Source: an optimization exercise on an open RTL-to-GDS flow (aim: small area, a short achievable clock period and few clock cycles per item). Production flows keep margins and buffers that such runs may drop.
Only simulation tests tie the RTL to the original design; equivalence was not proved.
Power is estimated from default activity; no workload was simulated.

### flow/config.mk
export PLATFORM = sky130hd
export DESIGN_NAME = prefix_subtree_hasher
export DESIGN_NICKNAME = prefix_subtree_hasher
export VERILOG_FILES = /design/flow/design.v
export SDC_FILE = /design/flow/constraint.sdc
export NUM_CORES = 4
export LEC_CHECK = 0
export CAP_MARGIN = 20
export CORE_MARGIN = 2
export CORE_UTILIZATION = 55
export SETUP_SLACK_MARGIN = 5
export SLEW_MARGIN = 20
### flow/constraint.sdc
create_clock -name core_clock -period 10.0 [get_ports {i_clk}]
set_input_delay 2.0000 -clock core_clock [delete_from_list [all_inputs] [get_ports {i_clk}]]
set_output_delay 2.0000 -clock core_clock [all_outputs]
set_load 0.01 [all_outputs]
### flow/design.v
package psh_pkg;
    localparam logic [63:0] FNV_BASIS = 64'hcbf29ce484222325;
    localparam logic [63:0] GOLDEN    = 64'h9e3779b97f4a7c15;
    localparam logic [63:0] H1_POS    = 64'haf40984c85750003;
    localparam logic [63:0] H1_NEG    = 64'h4fbf67b378360003;
    localparam logic signed [15:0] UNARY_FROM = 16'sd10;
    localparam int          MEM_N     = 62;    
endpackage
import psh_pkg::*;
module psh_front
(
    input  logic               i_clk,
    input  logic               i_rst_n,
    input  logic               i_adv,
    input  logic               i_valid,
    input  logic signed [15:0] i_token_code,
    input  logic [63:0]        i_value_bits,
    input  logic [5:0]         i_position,
    input  logic [15:0]        i_expr_id,
    input  logic               i_new_expr,
    output logic               o_valid,
    output logic [63:0]        o_h,
    output logic [1:0]         o_kids,
    output logic               o_new,
    output logic [15:0]        o_eid,
    output logic [5:0]         o_pos
);
    function automatic logic [127:0] csa(input logic [63:0] a, input logic [63:0] b,
                                         input logic [63:0] c);
        csa = {((a & b) | (a & c) | (b & c)) << 1, a ^ b ^ c};
    endfunction
    function automatic logic [63:0] fnv_mul(input logic [63:0] x);
        logic [127:0] s1;
        logic [127:0] s2;
        logic [127:0] s3;
        logic [127:0] s4;
        s1 = csa({x[54:0], 9'd3}, ~{x[57:0], 6'd0}, ~{x[59:0], 4'd0});
        s2 = csa({x[61:0], 2'd0}, ~x, {x[23:0], 40'd0});
        s3 = csa(s1[63:0], s1[127:64], s2[63:0]);
        s4 = csa(s3[63:0], s3[127:64], s2[127:64]);
        fnv_mul = s4[63:0] + s4[127:64];
    endfunction
    logic [15:0] lo;
    logic [127:0] c1;
    logic [127:0] c2;
    logic [127:0] c3;
    logic [127:0] c4;
    logic [63:0] h1;
    logic [1:0]  n_kids;
    logic        r1_v;
    logic [63:0] r1_h1;
    logic [63:0] r1_vb;
    logic [1:0]  r1_kids;
    logic        r1_new;
    logic [15:0] r1_eid;
    logic [5:0]  r1_pos;
    logic        r2_v;
    logic [63:0] r2_h;
    logic [1:0]  r2_kids;
    logic        r2_new;
    logic [15:0] r2_eid;
    logic [5:0]  r2_pos;
    always_comb begin
        lo     = FNV_BASIS[15:0] ^ i_token_code;
        c1 = csa({39'd0, lo, 9'd0}, {8'd0, lo, 22'd0, lo, 2'd0}, {42'd0, ~{lo, 6'd0}});
        c2 = csa({44'd0, ~{lo, 4'd0}}, {48'd0, ~lo}, i_token_code[15] ? H1_NEG : H1_POS);
        c3 = csa(c1[63:0], c1[127:64], c2[63:0]);
        c4 = csa(c3[63:0], c3[127:64], c2[127:64]);
        h1 = c4[63:0] + c4[127:64];
        if (i_token_code > 16'sd0) begin
            n_kids = (i_token_code < UNARY_FROM) ? 2'd2 : 2'd1;
        end else begin
            n_kids = 2'd0;
        end
    end
    always_ff @(posedge i_clk) begin
        if (!i_rst_n) begin
            r1_v <= 1'b0;
            r2_v <= 1'b0;
        end else if (i_adv) begin
            r1_v <= i_valid;
            r2_v <= r1_v;
        end
    end
    always_ff @(posedge i_clk) begin
        if (i_adv) begin
            r1_h1   <= h1;
            r1_vb   <= i_value_bits;
            r1_kids <= n_kids;
            r1_new  <= i_new_expr;
            r1_eid  <= i_expr_id;
            r1_pos  <= i_position;
            r2_h    <= fnv_mul(r1_h1 ^ r1_vb);
            r2_kids <= r1_kids;
            r2_new  <= r1_new;
            r2_eid  <= r1_eid;
            r2_pos  <= r1_pos;
        end
    end
    assign o_valid = r2_v;
    assign o_h     = r2_h;
    assign o_kids  = r2_kids;
    assign o_new   = r2_new;
    assign o_eid   = r2_eid;
    assign o_pos   = r2_pos;
endmodule
import psh_pkg::*;
module psh_queue
#(
    parameter int W = 95
)
(
    input  logic         i_clk,
    input  logic         i_rst_n,
    input  logic         i_push,
    input  logic [W-1:0] i_data,
    input  logic         i_ready,
    output logic         o_valid,
    output logic [W-1:0] o_data,
    output logic         o_rdy
);
    logic         r_v0;
    logic         r_v1;
    logic         r_rdy;
    logic [W-1:0] r_d0;
    logic [W-1:0] r_d1;
    logic         take;
    assign take = r_v0 && i_ready;
    always_ff @(posedge i_clk) begin
        if (!i_rst_n) begin
            r_v0  <= 1'b0;
            r_v1  <= 1'b0;
            r_rdy <= 1'b1;
        end else if (r_v1) begin
            if (take) begin
                r_v1  <= 1'b0;
                r_rdy <= 1'b1;
            end
        end else if (i_push) begin
            if (r_v0 && !take) begin
                r_v1  <= 1'b1;
                r_rdy <= 1'b0;
            end else begin
                r_v0  <= 1'b1;
            end
        end else if (take) begin
            r_v0 <= 1'b0;
        end
    end
    always_ff @(posedge i_clk) begin
        if (r_v1) begin
            if (take) begin
                r_d0 <= r_d1;
            end
        end else if (i_push) begin
            if (r_v0 && !take) begin
                r_d1 <= i_data;
            end else begin
                r_d0 <= i_data;
            end
        end
    end
    assign o_valid = r_v0;
    assign o_data  = r_d0;
    assign o_rdy   = r_rdy;
endmodule
import psh_pkg::*;
module psh_back
(
    input  logic        i_clk,
    input  logic        i_rst_n,
    input  logic        i_q_rdy,
    output logic        o_adv,
    input  logic        i_valid,
    input  logic [63:0] i_h,
    input  logic [1:0]  i_kids,
    input  logic        i_new,
    input  logic [15:0] i_eid,
    input  logic [5:0]  i_pos,
    input  logic [6:0]  i_min_size,
    output logic        o_commit,
    output logic [15:0] o_eid,
    output logic [5:0]  o_pos,
    output logic [6:0]  o_size,
    output logic [63:0] o_hash,
    output logic        o_cand,
    output logic        o_over
);
    function automatic logic [127:0] csa(input logic [63:0] a, input logic [63:0] b,
                                         input logic [63:0] c);
        csa = {((a & b) | (a & c) | (b & c)) << 1, a ^ b ^ c};
    endfunction
    logic        r_v;
    logic [63:0] r_x;       
    logic        r_spec;    
    logic [1:0]  r_kids;
    logic        r_new;
    logic [15:0] r_eid;
    logic [5:0]  r_pos;
    logic        r_busy;    
    logic        r_fh;      
    logic [6:0]  r_count;
    logic        r_c0;      
    logic        r_c1;      
    logic        r_ge2;     
    logic        r_c64;     
    logic [5:0]  r_wi;      
    logic [5:0]  r_ri;      
    logic [6:0]  r_tos_s;
    logic [63:0] r_tos_h;
    logic [6:0]  r_nos_s;
    logic [63:0] r_nos_g;
    logic [6:0]  r_mem_s [MEM_N];
    logic [63:0] r_mem_g [MEM_N];
    logic          adv;
    logic          commit;
    logic [6:0]    n0;
    logic [1:0]    pops;
    logic [6:0]    n1;
    logic          push;
    logic          use_nos;
    logic [63:0]   y;
    logic [127:0]  a_cs;
    logic [127:0]  b_cs;
    logic [63:0]   mixo;
    logic [63:0]   res_h;
    logic [7:0]    size8;
    logic [6:0]    fin_size;
    logic          mem_we;
    logic          spec;
    logic [127:0]  p_cs1;
    logic [127:0]  p_cs2;
    logic [63:0]   p_mix;
    logic          n_v;
    logic          n_spec;
    logic [1:0]    n_kids;
    logic          n_new;
    logic          n_busy;
    logic [6:0]    n_count;
    logic          n_fh;
    always_comb begin
        n0 = r_new ? 7'd0 : r_count;
        if (r_kids == 2'd0 || r_new || r_c0) begin
            pops = 2'd0;
        end else if (r_kids == 2'd1 || r_c1) begin
            pops = 2'd1;
        end else begin
            pops = 2'd2;
        end
        n1   = n0 - {5'd0, pops};
        push = !(pops == 2'd0 && !r_new && r_c64);
        adv    = i_q_rdy && !r_fh;
        commit = adv && r_v;
        use_nos = r_spec || r_busy;
        y    = use_nos ? r_nos_g : r_tos_h;
        a_cs = csa({r_x[57:0], 6'd0}, {2'd0, r_x[63:2]}, use_nos ? 64'd0 : GOLDEN);
        b_cs = csa(a_cs[63:0], a_cs[127:64], y);
        mixo = r_x ^ (b_cs[63:0] + b_cs[127:64]);
        if (pops == 2'd0 || (r_spec && pops == 2'd1)) begin
            res_h = r_x;
        end else begin
            res_h = mixo;
        end
        size8 = 8'd1 + ((pops != 2'd0) ? {1'b0, r_tos_s} : 8'd0)
                     + ((pops == 2'd2) ? {1'b0, r_nos_s} : 8'd0);
        fin_size = size8[7] ? 7'd127 : size8[6:0];
        mem_we = commit && r_kids == 2'd0 && !r_new && r_ge2 && !r_c64;
        spec  = i_valid && i_kids == 2'd2 && !i_new &&
                r_v && r_kids == 2'd0 && push;
        p_cs1 = csa({i_h[57:0], 6'd0}, {2'd0, i_h[63:2]}, GOLDEN);
        p_cs2 = csa(p_cs1[63:0], p_cs1[127:64], r_x);
        p_mix = i_h ^ (p_cs2[63:0] + p_cs2[127:64]);
        n_v     = adv ? i_valid : r_v;
        n_spec  = adv ? spec    : r_spec;
        n_kids  = adv ? i_kids  : r_kids;
        n_new   = adv ? i_new   : r_new;
        n_busy  = r_fh ? 1'b1 : (commit ? 1'b0 : r_busy);
        n_count = commit ? (n1 + {6'd0, push}) : r_count;
        n_fh    = n_v && !n_busy && !n_spec && n_kids == 2'd2 && !n_new &&
                  n_count >= 7'd2;
    end
    assign o_adv    = adv;
    assign o_commit = commit;
    assign o_eid    = r_eid;
    assign o_pos    = r_pos;
    assign o_size   = fin_size;
    assign o_hash   = res_h;
    assign o_cand   = (fin_size >= i_min_size);
    assign o_over   = (size8 > 8'd64) || !push;
    always_ff @(posedge i_clk) begin
        if (!i_rst_n) begin
            r_v     <= 1'b0;
            r_busy  <= 1'b0;
            r_fh    <= 1'b0;
            r_count <= 7'd0;
            r_c0    <= 1'b1;
            r_c1    <= 1'b0;
            r_ge2   <= 1'b0;
            r_c64   <= 1'b0;
            r_wi    <= 6'd62;
            r_ri    <= 6'd61;
        end else begin
            r_c0    <= (n_count == 7'd0);
            r_c1    <= (n_count == 7'd1);
            r_ge2   <= (n_count >= 7'd2);
            r_c64   <= (n_count == 7'd64);
            r_wi    <= 6'(n_count - 7'd2);
            r_ri    <= 6'(n_count - 7'd3);
            r_v     <= n_v;
            r_busy  <= n_busy;
            r_fh    <= n_fh;
            r_count <= n_count;
        end
    end
    always_ff @(posedge i_clk) begin
        if (adv) begin
            r_x    <= spec ? p_mix : i_h;
            r_spec <= spec;
            r_kids <= i_kids;
            r_new  <= i_new;
            r_eid  <= i_eid;
            r_pos  <= i_pos;
        end else if (r_fh) begin
            r_x    <= mixo;
        end
    end
    always_ff @(posedge i_clk) begin
        if (commit && push) begin
            r_tos_s <= fin_size;
            r_tos_h <= res_h;
        end
        if (commit && pops == 2'd0 && push) begin
            r_nos_s <= r_tos_s;
            r_nos_g <= r_tos_h + GOLDEN;
        end else if (commit && pops == 2'd2) begin
            r_nos_s <= r_mem_s[r_ri];
            r_nos_g <= r_mem_g[r_ri];
        end
    end
    always_ff @(posedge i_clk) begin
        if (mem_we) begin
            r_mem_s[r_wi] <= r_nos_s;
            r_mem_g[r_wi] <= r_nos_g;
        end
    end
endmodule
import psh_pkg::*;
module prefix_subtree_hasher
(
    input  logic               i_clk,
    input  logic               i_rst_n,
    input  logic               psel,
    input  logic               penable,
    input  logic               pwrite,
    input  logic [2:0]         paddr,
    input  logic [31:0]        pwdata,
    output logic [31:0]        prdata,
    output logic               pready,
    input  logic               i_valid,
    output logic               o_ready,
    input  logic signed [15:0] i_token_code,
    input  logic [63:0]        i_value_bits,
    input  logic [5:0]         i_position,
    input  logic [15:0]        i_expr_id,
    input  logic               i_new_expr,
    output logic               o_valid,
    input  logic               i_ready,
    output logic [15:0]        o_out_expr_id,
    output logic [5:0]         o_out_position,
    output logic [6:0]         o_subtree_size,
    output logic [63:0]        o_subtree_hash,
    output logic               o_is_candidate,
    output logic               o_overflow
);
    localparam logic REG_MIN_SIZE = 1'b0;
    logic [6:0]  r_min_size;
    logic        adv;
    logic        q_rdy;
    logic        f_valid;
    logic [63:0] f_h;
    logic [1:0]  f_kids;
    logic        f_new;
    logic [15:0] f_eid;
    logic [5:0]  f_pos;
    logic        commit;
    logic [15:0] res_eid;
    logic [5:0]  res_pos;
    logic [6:0]  res_size;
    logic [63:0] res_hash;
    logic        res_cand;
    logic        res_over;
    assign pready = 1'b1;
    assign prdata = (paddr[2] == REG_MIN_SIZE) ? {25'd0, r_min_size} : 32'd0;
    always_ff @(posedge i_clk) begin
        if (!i_rst_n) begin
            r_min_size <= 7'd2;
        end else if (psel && penable && pwrite && paddr[2] == REG_MIN_SIZE) begin
            r_min_size <= pwdata[6:0];
        end
    end
    assign o_ready = adv;
    psh_front u_front (
        .i_clk        (i_clk),
        .i_rst_n      (i_rst_n),
        .i_adv        (adv),
        .i_valid      (i_valid),
        .i_token_code (i_token_code),
        .i_value_bits (i_value_bits),
        .i_position   (i_position),
        .i_expr_id    (i_expr_id),
        .i_new_expr   (i_new_expr),
        .o_valid      (f_valid),
        .o_h          (f_h),
        .o_kids       (f_kids),
        .o_new        (f_new),
        .o_eid        (f_eid),
        .o_pos        (f_pos)
    );
    psh_back u_back (
        .i_clk      (i_clk),
        .i_rst_n    (i_rst_n),
        .i_q_rdy    (q_rdy),
        .o_adv      (adv),
        .i_valid    (f_valid),
        .i_h        (f_h),
        .i_kids     (f_kids),
        .i_new      (f_new),
        .i_eid      (f_eid),
        .i_pos      (f_pos),
        .i_min_size (r_min_size),
        .o_commit   (commit),
        .o_eid      (res_eid),
        .o_pos      (res_pos),
        .o_size     (res_size),
        .o_hash     (res_hash),
        .o_cand     (res_cand),
        .o_over     (res_over)
    );
    psh_queue #(
        .W (95)
    ) u_queue (
        .i_clk   (i_clk),
        .i_rst_n (i_rst_n),
        .i_push  (commit),
        .i_data  ({res_eid, res_pos, res_size, res_hash, res_cand, res_over}),
        .i_ready (i_ready),
        .o_valid (o_valid),
        .o_data  ({o_out_expr_id, o_out_position, o_subtree_size, o_subtree_hash,
                   o_is_candidate, o_overflow}),
        .o_rdy   (q_rdy)
    );
endmodule
### flow/run.sh
#!/bin/bash
# synth_recipe.tcl (not shown) runs the flow's synth.tcl, then flattens the netlist and writes it again
# the make line also repeats each setting of config.mk as NAME=value (left out here)
make -C /OpenROAD-flow-scripts/flow DESIGN_CONFIG=/design/flow/config.mk WORK_HOME=/design/flow/orfs CLKGATE_MAP_FILE= SYNTH_SCRIPT=/design/flow/synth_recipe.tcl finish
==> reports/metrics.csv <==
metric;value;unit
status;no timing/DRC/antenna violations;
hp-class;reg -> reg;
area_growth;14.88;%
grtUsageMet3;4.126;%
max-vdd-ir-drop;0.0009423;V
max-clock-path-buffers;4;
place_area;0.2333;sq mm
initial_core_util;55.24;%
r2r_end;u_front.r2_h[52]$_DFFE_PP_;
fin_area;0.2555;sq mm
hold_viol;0;
track_usage;30.91;%
grt_max_degree;165;
grtUsageMet2;51.07;%
start_kind;register;
max_freq;0.1960;GHz
cts-root-buf;clkbuf_16;
fillCellCount;28040;
global_route.overflow_total;0;
muxShareOfSynthArea;15.59;%
cts_tree;yes;
path_class;reg -> reg;
maxSlewHeadroom;21.04;%
r2r_slack;4.90;ns
die_y;639.9;um
fp-row-count;233;
skew;0.04964;ns
fin_setup_tns;0;ns
first_global_vias;118500;
max_cap_violations;0;
grt_pass1_wl;887900;um
seq_area_frac_synth;68.51;%
critPathTopFamily;compound AO/OA/AOI/OAI gates;
htreeDepth;6;
vias;117600;
synth_fa_ha_area_share;5.793;%
die_width;639.9;um
path_clk_slew;0.06;ns
clk_latency;1.04;ns
avgSynthCellArea;18.95;sq um
grt_use_met1;43.12;%
required;10.75;ns
drt_first_iter_violations;14310;
portBuffers;221;
synth_edf_count;5047;
final_nets;13520;
synth-simple-area-share;2.541;%
hold_depth;0;
period_share;51.01;%
route.detailed.drc;0;
grt_busiest_layer;met2;
period_needed;5.101;ns
tightest_slew;1.182;ns
drv_slew;0;
critPathArrivalTime;5.85;ns
hpwlAfterDp;354000;um
dr.pass1.iters;5;
dieArea;0.4095;sq mm
gp_congestion;0.8877;
worstRegToRegCells;20;
synth_ff_type;edfxtp_1;
rsz0062_at_grt;true;
path_max_fanout;4;
synthTopCellsByArea;edfxtp_1, mux4_2, fa_1;
synth_top_area_cell;edfxtp_1;
synth_area;0.2224;sq mm
routed_wirelength;634700;um
cp_num_buf_inv;5;
powerDensity;373.2;mW/mm^2
synth.distinct_cells;106;
ios;275;
synth-xor-area-share;2.313;%
drive_gt1_share;26.66;%
viasPerCell;6.402;
crit_slowest_cell;fa_1;
route.antenna.remaining_nets;0;
synth_top_family_by_area;multiplexers;
synth_top_cell_area_share;68.14;%
ys_warn_count;4;
async_reset_ff_share;0;%
fp.coreArea;0.4026;sq mm
numCtsBuffers;530;
setup_viol;0;
post-route-util;63.46;%
grt_antenna_before_repair;7;
synth_seq_cells;5088;
slowest_delay;0.50;ns
cp-end-kind;register;
p_leak;86.29;nW
cts_sinks;5088;
path_depth;20;
synth_cells;11740;
crit_chain;xor2_4 > clkinv_4 > buf_4 > ha_1 > inv_1 > ha_1 > inv_2 > fa_1 > ha_4 > o211ai_1 > a2111o_1 > nand3_2 > a31oi_4 > a2111oi_4 > buf_4 > nor4_4 > nor3_4 > nand3_2 > a311o_1 > xnor2_1;
synth-compound-area-share;3.061;%
routedWlPerCell;34.55;um
r2r_start;u_front.r1_vb[4]$_DFFE_PP_;
hold_start;u_front.r2_eid[2]$_DFFE_PP_;
hold_path_end;u_back.r_eid[2]$_DFFE_PP_;
flip-flops by register name, indices dropped and copies added (netlist names), 49 cells and up, named ones only:
name	flops
u_back.r_x	64
u_back.r_mem_g	3968
u_back.r_tos_h	64
u_front.r1_vb	64
u_back.r_nos_g	64
u_back.r_mem_s	434
u_front.r1_h1	49
u_front.r2_h	64
u_queue.r_d1	95
u_queue.r_d0	95
worst register-to-register path, cell delays in order, from the launching register on:
cell       delay (ns)
edfxtp_1         0.47
xor2_4           0.27
clkinv_4         0.12
buf_4            0.17
ha_1             0.28
inv_1            0.04
ha_1             0.28
inv_2            0.04
fa_1             0.50
ha_4             0.31
o211ai_1         0.15
a2111o_1         0.50
nand3_2          0.14
a31oi_4          0.13
a2111oi_4        0.29
buf_4            0.19
nor4_4           0.05
nor3_4           0.27
nand3_2          0.14
a311o_1          0.35
xnor2_1          0.14
kinds of logic after synthesis:
group / Yosys count
flops: 5088
compound gates: 1074
fa+ha+maj: 824
xor+xnor: 585
mux: 1700
buf+inv: 1254
simple gates: 1211
other cells: 2
metrics by stage:
| stage | std cells | total power [mW] | hold WS [ns] | worst slack [ns] |
|---|---|---|---|---|
| after floorplan | 11760 | 57.77 | 0.4003 | 4.256 |
| after global placement | 17170 | 68.49 | 0.4011 | 2.802 |
| after detailed placement | 17170 | 68.77 | 0.4045 | 2.752 |
| after CTS | 18250 | 91.85 | 0.4086 | 4.794 |
| after global routing | 18360 | 101.4 | 0.4098 | 4.760 |
| final | 18370 | 95.37 | 0.4096 | 4.899 |
worst max path at each step:
stage,start,endpoint,slack [ns]
after floorplan,i_token_code[2],u_front.r1_h1[24]$_DFFE_PP_,4.26
after global placement,i_token_code[3],u_front.r1_h1[25]$_DFFE_PP_,2.80
after detailed placement,i_token_code[3],u_front.r1_h1[25]$_DFFE_PP_,2.75
after CTS,u_front.r1_h1[5]$_DFFE_PP_,u_front.r2_h[52]$_DFFE_PP_,4.79
after global routing,u_front.r1_vb[10]$_DFFE_PP_,u_front.r2_h[52]$_DFFE_PP_,4.76
final,u_front.r1_vb[4]$_DFFE_PP_,u_front.r2_h[52]$_DFFE_PP_,4.90
where the power goes:
group / switching (mW) / internal (mW) / total [mW]
Combinational: 28.8 / 21.6 / 50.4
Clock: 8.27 / 10.7 / 19.0
Sequential: 0.764 / 25.2 / 26.0
cell usage in the layout, fill, tap and decap left out, types with 46 or more instances in the layout:
cell type	netlist	final
a21o_1	133	133
nand3_1	65	59
fa_1	346	338
nor2_4	0	66
ha_4	0	68
xor2_1	166	122
clkdlybuf4s50_1	0	197
clkbuf_16	0	541
edfxtp_1	5047	5047
nor2b_1	49	46
mux2_2	236	228
mux4_2	1388	1388
xnor2_1	417	362
ha_1	469	371
buf_4	26	425
o21bai_1	54	51
nor2_1	363	287
clkinv_2	0	62
clkbuf_1	300	133
a21oi_1	343	295
buf_12	0	77
o21ai_0	239	206
nand4_1	46	46
inv_1	742	697
clkinv_1	6	105
mux2i_1	75	67
nand2_1	400	390
metal layers:
metal  wire [um]  vias up  share of wire, %
met4       24000        0               3.8
met2      313300     5171                49
met1      250300    63310                39
met3       47010      962               7.4
met5           0        -                 0
li1            -    48160                 -
final cells by class:
| cell class | count | area (sq um) | share of cell area, % |
|---|---|---|---|
| antenna | 6 | 15.01 | 0.005876 |
| clock buffer | 674 | 14040 | 5.494 |
| clock inverter | 260 | 2494 | 0.9759 |
| inverter | 752 | 2948 | 1.154 |
| multi-input combinational | 5420 | 69310 | 27.13 |
| sequential | 5088 | 152400 | 59.65 |
| tap | 5405 | 6763 | 2.647 |
| timing repair buffer | 762 | 7532 | 2.948 |
| timing repair inverter | 1 | 8.758 | 0.003428 |
Yosys cell counts, types with 54 or more instances:
master / count
o21ai_0: 239
nand2_1: 400
xnor2_1: 417
mux4_2: 1388
inv_1: 742
clkbuf_1: 300
nor2_1: 363
mux2_2: 236
buf_1: 128
ha_1: 469
a21oi_1: 343
fa_1: 346
mux2i_1: 75
xor2_1: 166
o21bai_1: 54
a21o_1: 133
edfxtp_1: 5047
nand3_1: 65
repair_timing:
item                       in CTS  in global routing
setup endpoints to repair     246                125
hold buffers                    0                  0
buffers inserted              149                105
cloned                          5                  0
gates resized for setup       466                248
pin swaps                     119                135
Testbench counts, summed over its fixed seeds: cycles 14,807, items 12,000.

-- port drivers added, routing unchanged --
The results above use ideal ports. As a check the final layout listed here was re-extracted and re-timed, cells and wires unchanged. Step 1 assumes that a clkbuf_16 drives the clock port and a buf_2 every other input. Step 2 moves the port delays by t, midway between the first and last clock arrival at a register: inputs arrive t later, outputs are due t later. That takes back most of the time a late clock gives input paths. Slacks: no drivers / after step 1 / after step 2; pairs: no drivers / after step 1.
t (ns): 1.139
setup slack, ns: 4.899 / 4.899 / 3.823
hold slack, ns: 0.410 / 0.410 / 0.410
cell pins on the clock port's net: 1
After both steps this run still meets setup and hold. The setup slack of this run moves by 0.000 ns with the drivers and by -1.076 ns with both steps.
